Context: an optimization exercise on an open-source flow, tuned for small area, a short achievable clock period and few clock cycles per item. The choices shown serve that exercise and are no tape-out recipe. At most, simulation tests tie the RTL to the original design; equivalence was not proved. Power figures rest on the tool's default switching activity, not on a simulated workload.

== zinc ==
==> flow/design.v <==
`default_nettype none
package lkp_pkg;
    typedef logic [2-1:0] mshr_idx_t;
    typedef struct packed {
        logic [3-1:0] order_id;
        logic                    so;
        logic [5-1:0]   reg_entry;
        logic [4-1:0]   rob_entry;
    } lkp_meta_t;
    typedef struct packed {
        logic [20-1:0] key;
        lkp_meta_t              meta;
    } lkp_req_t;
    typedef struct packed {
        logic [20-1:0] result;
        lkp_meta_t              meta;
    } lkp_rsp_t;
    typedef struct packed {
        logic [20-1:0] key;
        mshr_idx_t              idx;
    } c2a_req_t;
    typedef enum logic [1:0] {
        S_IDLE,
        S_SEARCH,
        S_RESOLVE
    } slot_state_e;
endpackage
`default_nettype wire
`timescale 1ns/100ps
`default_nettype none
module lookup_cache_top (
    input  wire                      clk,
    input  wire                      rst,
    input  wire                      req_valid_i,
    input  wire  [20+(3 + 1 + 5 + 4)-1:0] req_i,
    output logic                     req_ready_o,
    output logic                     rsp_valid_o,
    output logic [20+(3 + 1 + 5 + 4)-1:0] rsp_o,
    input  wire                      rsp_ready_i,
    output logic                     c2a_vld_o,
    output logic [20-1:0]   c2a_info_o,
    output logic [10-1:0] c2a_req_id_o,
    input  wire                      a2c_rdy_i,
    input  wire                      a2c_rsp_vld_i,
    input  wire  [10-1:0] a2c_rsp_id_i,
    input  wire  [20-1:0]   a2c_rslt_i
);
    localparam int KW = 20;
    localparam int RW = 20;
    localparam int MW = (3 + 1 + 5 + 4);
    localparam int NE = 16;
    localparam int EW = 4;
    localparam int NS = 4;
    localparam int SW = 2;
    logic          sv_q, rv_q, tv_q;
    logic [KW-1:0] skey_q, rkey_q, tkey_q;
    logic [MW-1:0] smeta_q, rmeta_q, tmeta_q;
    logic [NE-1:0] tm_q;             
    logic          thv_q, thp_q;     
    logic [NE-1:0] kv_q;             
    logic [NE-1:0] cv_q;             
    logic [KW-1:0] key_q  [NE];
    logic [RW-1:0] rslt_q [NE];
    logic [EW-1:0] ptr_q;            
    logic [NS-1:0] busy_q;
    logic [NS-1:0] rdy_q;            
    logic [EW-1:0] ent_q  [NS];
    logic [MW-1:0] meta_q [NS];
    logic          qv_q;
    logic [SW-1:0] qslot_q;
    logic [NE-1:0] qent_q;
    logic          av_q;
    logic [SW-1:0] aid_q;
    logic [RW-1:0] ard_q;
    logic          cvld_q;
    logic [KW-1:0] ckey_q;
    logic [SW-1:0] cid_q;
    logic          ov_q;
    logic [RW-1:0] ores_q;
    logic [MW-1:0] ometa_q;
    logic [NS-1:0] free_vec;
    logic [SW-1:0] fsel;
    logic          any_free;
    always_comb begin
        fsel = '0;
        for (int s = NS - 1; s >= 0; s--) begin
            if (!busy_q[s]) fsel = SW'(s);
        end
    end
    assign free_vec = ~busy_q;
    assign any_free = |free_vec;
    logic lk_ptr;
    always_comb begin
        lk_ptr = 1'b0;
        for (int s = 0; s < NS; s++) begin
            if (busy_q[s] && ent_q[s] == ptr_q) lk_ptr = 1'b1;
        end
    end
    logic o_free, c_free, t_miss;
    assign o_free = !ov_q || rsp_ready_i;
    assign c_free = !cvld_q || a2c_rdy_i;
    assign t_miss = !thv_q && !thp_q;
    logic s_fire;        
    logic h_fire;        
    logic p_fire;        
    logic a_fire;        
    logic skip;          
    logic t_free, r_free;
    assign s_fire = qv_q && o_free;
    assign h_fire = tv_q && thv_q && !qv_q && o_free;
    assign p_fire = tv_q && !t_miss && !h_fire && any_free;
    assign a_fire = tv_q && t_miss && any_free && c_free && !lk_ptr;
    assign skip   = tv_q && t_miss && lk_ptr;
    assign t_free = !tv_q || h_fire || p_fire || a_fire;
    assign r_free = !rv_q || t_free;
    assign req_ready_o = !sv_q;
    logic [EW-1:0] a_ent;
    logic [NE-1:0] a_dec;
    assign a_ent = ent_q[aid_q];
    always_comb begin
        for (int e = 0; e < NE; e++) begin
            a_dec[e] = av_q && (a_ent == EW'(e));
        end
    end
    logic [EW-1:0] tm_idx;
    always_comb begin
        tm_idx = '0;
        for (int e = 0; e < NE; e++) begin
            if (tm_q[e]) tm_idx = tm_idx | EW'(e);
        end
    end
    logic          fwd_on, fwd_eq;
    logic [NE-1:0] m1, m1_v;
    assign fwd_on = tv_q && t_miss;
    assign fwd_eq = (tkey_q == rkey_q);
    always_comb begin
        for (int e = 0; e < NE; e++) begin
            if (fwd_on && ptr_q == EW'(e)) begin
                m1[e]   = fwd_eq;
                m1_v[e] = 1'b0;
            end else begin
                m1[e]   = kv_q[e] && (key_q[e] == rkey_q);
                m1_v[e] = m1[e] && cv_q[e];
            end
        end
    end
    logic [NS-1:0] cand;
    logic [SW-1:0] pick;
    always_comb begin
        pick = '0;
        for (int s = 0; s < NS; s++) begin
            cand[s] = busy_q[s] && rdy_q[s] && !(qv_q && qslot_q == SW'(s));
        end
        for (int s = NS - 1; s >= 0; s--) begin
            if (cand[s]) pick = SW'(s);
        end
    end
    always_ff @(posedge clk or posedge rst) begin
        if (rst) begin
            sv_q   <= 1'b0;
            rv_q   <= 1'b0;
            tv_q   <= 1'b0;
            kv_q   <= '0;
            cv_q   <= '0;
            ptr_q  <= '0;
            busy_q <= '0;
            rdy_q  <= '0;
            qv_q   <= 1'b0;
            av_q   <= 1'b0;
            cvld_q <= 1'b0;
            ov_q   <= 1'b0;
        end else begin
            if (r_free) begin
                rv_q <= sv_q || req_valid_i;
                sv_q <= 1'b0;
            end else if (req_valid_i && !sv_q) begin
                sv_q <= 1'b1;
            end
            if (t_free) begin
                tv_q <= rv_q;
            end
            av_q <= a2c_rsp_vld_i;
            cv_q <= cv_q | a_dec;
            if (a_fire) begin
                kv_q[ptr_q] <= 1'b1;
                cv_q[ptr_q] <= 1'b0;
            end
            if (a_fire || skip) begin
                ptr_q <= ptr_q + 1'b1;
            end
            for (int s = 0; s < NS; s++) begin
                if (av_q && busy_q[s] && ent_q[s] == a_ent) rdy_q[s] <= 1'b1;
            end
            if (s_fire) begin
                busy_q[qslot_q] <= 1'b0;
            end
            if (p_fire || a_fire) begin
                busy_q[fsel] <= 1'b1;
                rdy_q[fsel]  <= p_fire && |(tm_q & (cv_q | a_dec));
            end
            if (!qv_q || s_fire) begin
                qv_q <= |cand;
            end
            if (a_fire) begin
                cvld_q <= 1'b1;
            end else if (a2c_rdy_i) begin
                cvld_q <= 1'b0;
            end
            if (s_fire || h_fire) begin
                ov_q <= 1'b1;
            end else if (rsp_ready_i) begin
                ov_q <= 1'b0;
            end
        end
    end
    logic [NE-1:0] osel;
    logic [RW-1:0] omux;
    always_comb begin
        omux = '0;
        osel = qv_q ? qent_q : tm_q;
        for (int e = 0; e < NE; e++) begin
            if (osel[e]) omux = omux | rslt_q[e];
        end
    end
    always_ff @(posedge clk) begin
        if (!sv_q) begin
            skey_q  <= req_i[KW+MW-1:MW];
            smeta_q <= req_i[MW-1:0];
        end
        if (r_free) begin
            rkey_q  <= sv_q ? skey_q  : req_i[KW+MW-1:MW];
            rmeta_q <= sv_q ? smeta_q : req_i[MW-1:0];
        end
        if (t_free) begin
            tkey_q  <= rkey_q;
            tmeta_q <= rmeta_q;
            tm_q    <= m1;
            thv_q   <= |m1_v;
            thp_q   <= |(m1 & ~m1_v);
        end
        ard_q <= a2c_rslt_i;
        aid_q <= a2c_rsp_id_i[SW-1:0];
        for (int e = 0; e < NE; e++) begin
            if (a_dec[e]) rslt_q[e] <= ard_q;
        end
        if (a_fire) begin
            key_q[ptr_q] <= tkey_q;
        end
        if (p_fire || a_fire) begin
            ent_q[fsel]  <= a_fire ? ptr_q : tm_idx;
            meta_q[fsel] <= tmeta_q;
        end
        if (!qv_q || s_fire) begin
            qslot_q <= pick;
            for (int e = 0; e < NE; e++) begin
                qent_q[e] <= (ent_q[pick] == EW'(e));
            end
        end
        if (a_fire) begin
            ckey_q <= tkey_q;
            cid_q  <= fsel;
        end
        if (s_fire) begin
            ores_q  <= omux;
            ometa_q <= meta_q[qslot_q];
        end else if (h_fire) begin
            ores_q  <= omux;
            ometa_q <= tmeta_q;
        end
    end
    assign rsp_valid_o  = ov_q;
    assign rsp_o        = {ores_q, ometa_q};
    assign c2a_vld_o    = cvld_q;
    assign c2a_info_o   = ckey_q;
    assign c2a_req_id_o = {{(10 - SW){1'b0}}, cid_q};
endmodule
`default_nettype wire
Settings: LEC_CHECK=0, CAP_MARGIN=20, CORE_MARGIN=2, CORE_UTILIZATION=40, SETUP_SLACK_MARGIN=4.6, SLEW_MARGIN=20; clock period 7.5 ns.
run.sh (not shown) runs the stock make flow with config.mk's settings and CLKGATE_MAP_FILE= SYNTH_SCRIPT=/design/flow/synth_recipe.tcl, a recipe that flattens the netlist after the stock synthesis.
Testbench counts of zinc, summed over its fixed seeds: cycles 8,451, items 8,000.
Input-level comparison between amber and zinc:
--- a/flow/design.v
+++ b/flow/design.v
@@ -52,7 +52,7 @@
     localparam int EW = 4;
     localparam int NS = 4;
     localparam int SW = 2;
-    logic          sv_q, rv_q, tv_q;
+    logic          sv_q, rv_q, tv_q, ready_q;
     logic [KW-1:0] skey_q, rkey_q, tkey_q;
     logic [MW-1:0] smeta_q, rmeta_q, tmeta_q;
     logic [NE-1:0] tm_q;             
@@ -62,6 +62,7 @@
     logic [KW-1:0] key_q  [NE];
     logic [RW-1:0] rslt_q [NE];
     logic [EW-1:0] ptr_q;            
+    logic [NE-1:0] ptr_oh_q;         
     logic [NS-1:0] busy_q;
     logic [NS-1:0] rdy_q;            
     logic [EW-1:0] ent_q  [NS];
@@ -113,7 +114,7 @@
     assign skip   = tv_q && t_miss && lk_ptr;
     assign t_free = !tv_q || h_fire || p_fire || a_fire;
     assign r_free = !rv_q || t_free;
-    assign req_ready_o = !sv_q;
+    assign req_ready_o = ready_q;
     logic [EW-1:0] a_ent;
     logic [NE-1:0] a_dec;
     assign a_ent = ent_q[aid_q];
@@ -135,7 +136,7 @@
     assign fwd_eq = (tkey_q == rkey_q);
     always_comb begin
         for (int e = 0; e < NE; e++) begin
-            if (fwd_on && ptr_q == EW'(e)) begin
+            if (fwd_on && ptr_oh_q[e]) begin
                 m1[e]   = fwd_eq;
                 m1_v[e] = 1'b0;
             end else begin
@@ -158,11 +159,13 @@
     always_ff @(posedge clk or posedge rst) begin
         if (rst) begin
             sv_q   <= 1'b0;
+            ready_q <= 1'b1;
             rv_q   <= 1'b0;
             tv_q   <= 1'b0;
             kv_q   <= '0;
             cv_q   <= '0;
             ptr_q  <= '0;
+            ptr_oh_q <= NE'(1);
             busy_q <= '0;
             rdy_q  <= '0;
             qv_q   <= 1'b0;
@@ -171,10 +174,12 @@
             ov_q   <= 1'b0;
         end else begin
             if (r_free) begin
-                rv_q <= sv_q || req_valid_i;
-                sv_q <= 1'b0;
+                rv_q    <= sv_q || req_valid_i;
+                sv_q    <= 1'b0;
+                ready_q <= 1'b1;
             end else if (req_valid_i && !sv_q) begin
-                sv_q <= 1'b1;
+                sv_q    <= 1'b1;
+                ready_q <= 1'b0;
             end
             if (t_free) begin
                 tv_q <= rv_q;
@@ -182,11 +187,12 @@
             av_q <= a2c_rsp_vld_i;
             cv_q <= cv_q | a_dec;
             if (a_fire) begin
-                kv_q[ptr_q] <= 1'b1;
-                cv_q[ptr_q] <= 1'b0;
+                kv_q <= kv_q | ptr_oh_q;
+                cv_q <= (cv_q | a_dec) & ~ptr_oh_q;
             end
             if (a_fire || skip) begin
-                ptr_q <= ptr_q + 1'b1;
+                ptr_q    <= ptr_q + 1'b1;
+                ptr_oh_q <= {ptr_oh_q[NE-2:0], ptr_oh_q[NE-1]};
             end
             for (int s = 0; s < NS; s++) begin
                 if (av_q && busy_q[s] && ent_q[s] == a_ent) rdy_q[s] <= 1'b1;
@@ -243,8 +249,8 @@
         for (int e = 0; e < NE; e++) begin
             if (a_dec[e]) rslt_q[e] <= ard_q;
         end
-        if (a_fire) begin
-            key_q[ptr_q] <= tkey_q;
+        for (int e = 0; e < NE; e++) begin
+            if (a_fire && ptr_oh_q[e]) key_q[e] <= tkey_q;
         end
         if (p_fire || a_fire) begin
             ent_q[fsel]  <= a_fire ? ptr_q : tm_idx;
### Flow results
First-iteration DRC count is lower on amber. Relative to zinc, parity-gate share of the synthesized area counting xor and xnor cells has gone down in amber. amber against zinc: longest individual stage delay on the worst path dropped 310 ps; die area climbed 1.2%; multi-input combinational area share dropped 0.45 points; final sequential cell count climbed 1.7%; final period utilization dropped 0.61 points. Setup slack: amber more than zinc. amber vs. zinc: power went down by 2.6%. zinc -> amber: last weighted congestion value of the routability-driven placer increased slightly.
The RTL of amber was laid out without a check of its function.

## port drivers added, routing unchanged
The results above use ideal ports. As a check the final layouts listed here were re-extracted and re-timed, cells and wires unchanged. Step 1 sets driving cells, clkbuf_16 on the clock port and buf_2 on the other inputs (assumed; they add their load-dependent delay and slew). Step 2 times the ports against the registers' clock, not the clock port: input delays grow and output delays shrink by t, the midpoint of the rising clock arrivals with the driver on. a / b / c = ideal / step 1 / step 2; a / b = the first two.
run	t (ns)	setup WS [ns]	latest minus earliest clock arrival (ns)	worst slew at a driven data input, ns
zinc	0.724	4.511 / 4.511 / 3.906	0.059 / 0.059	0.07
amber	0.726	4.557 / 4.557 / 3.924	0.053 / 0.053	0.06
After both steps every run listed still meets setup and hold. For amber, which loses most, drivers alone change the setup slack by 0.000 ns; drivers and shift together by -0.633 ns.
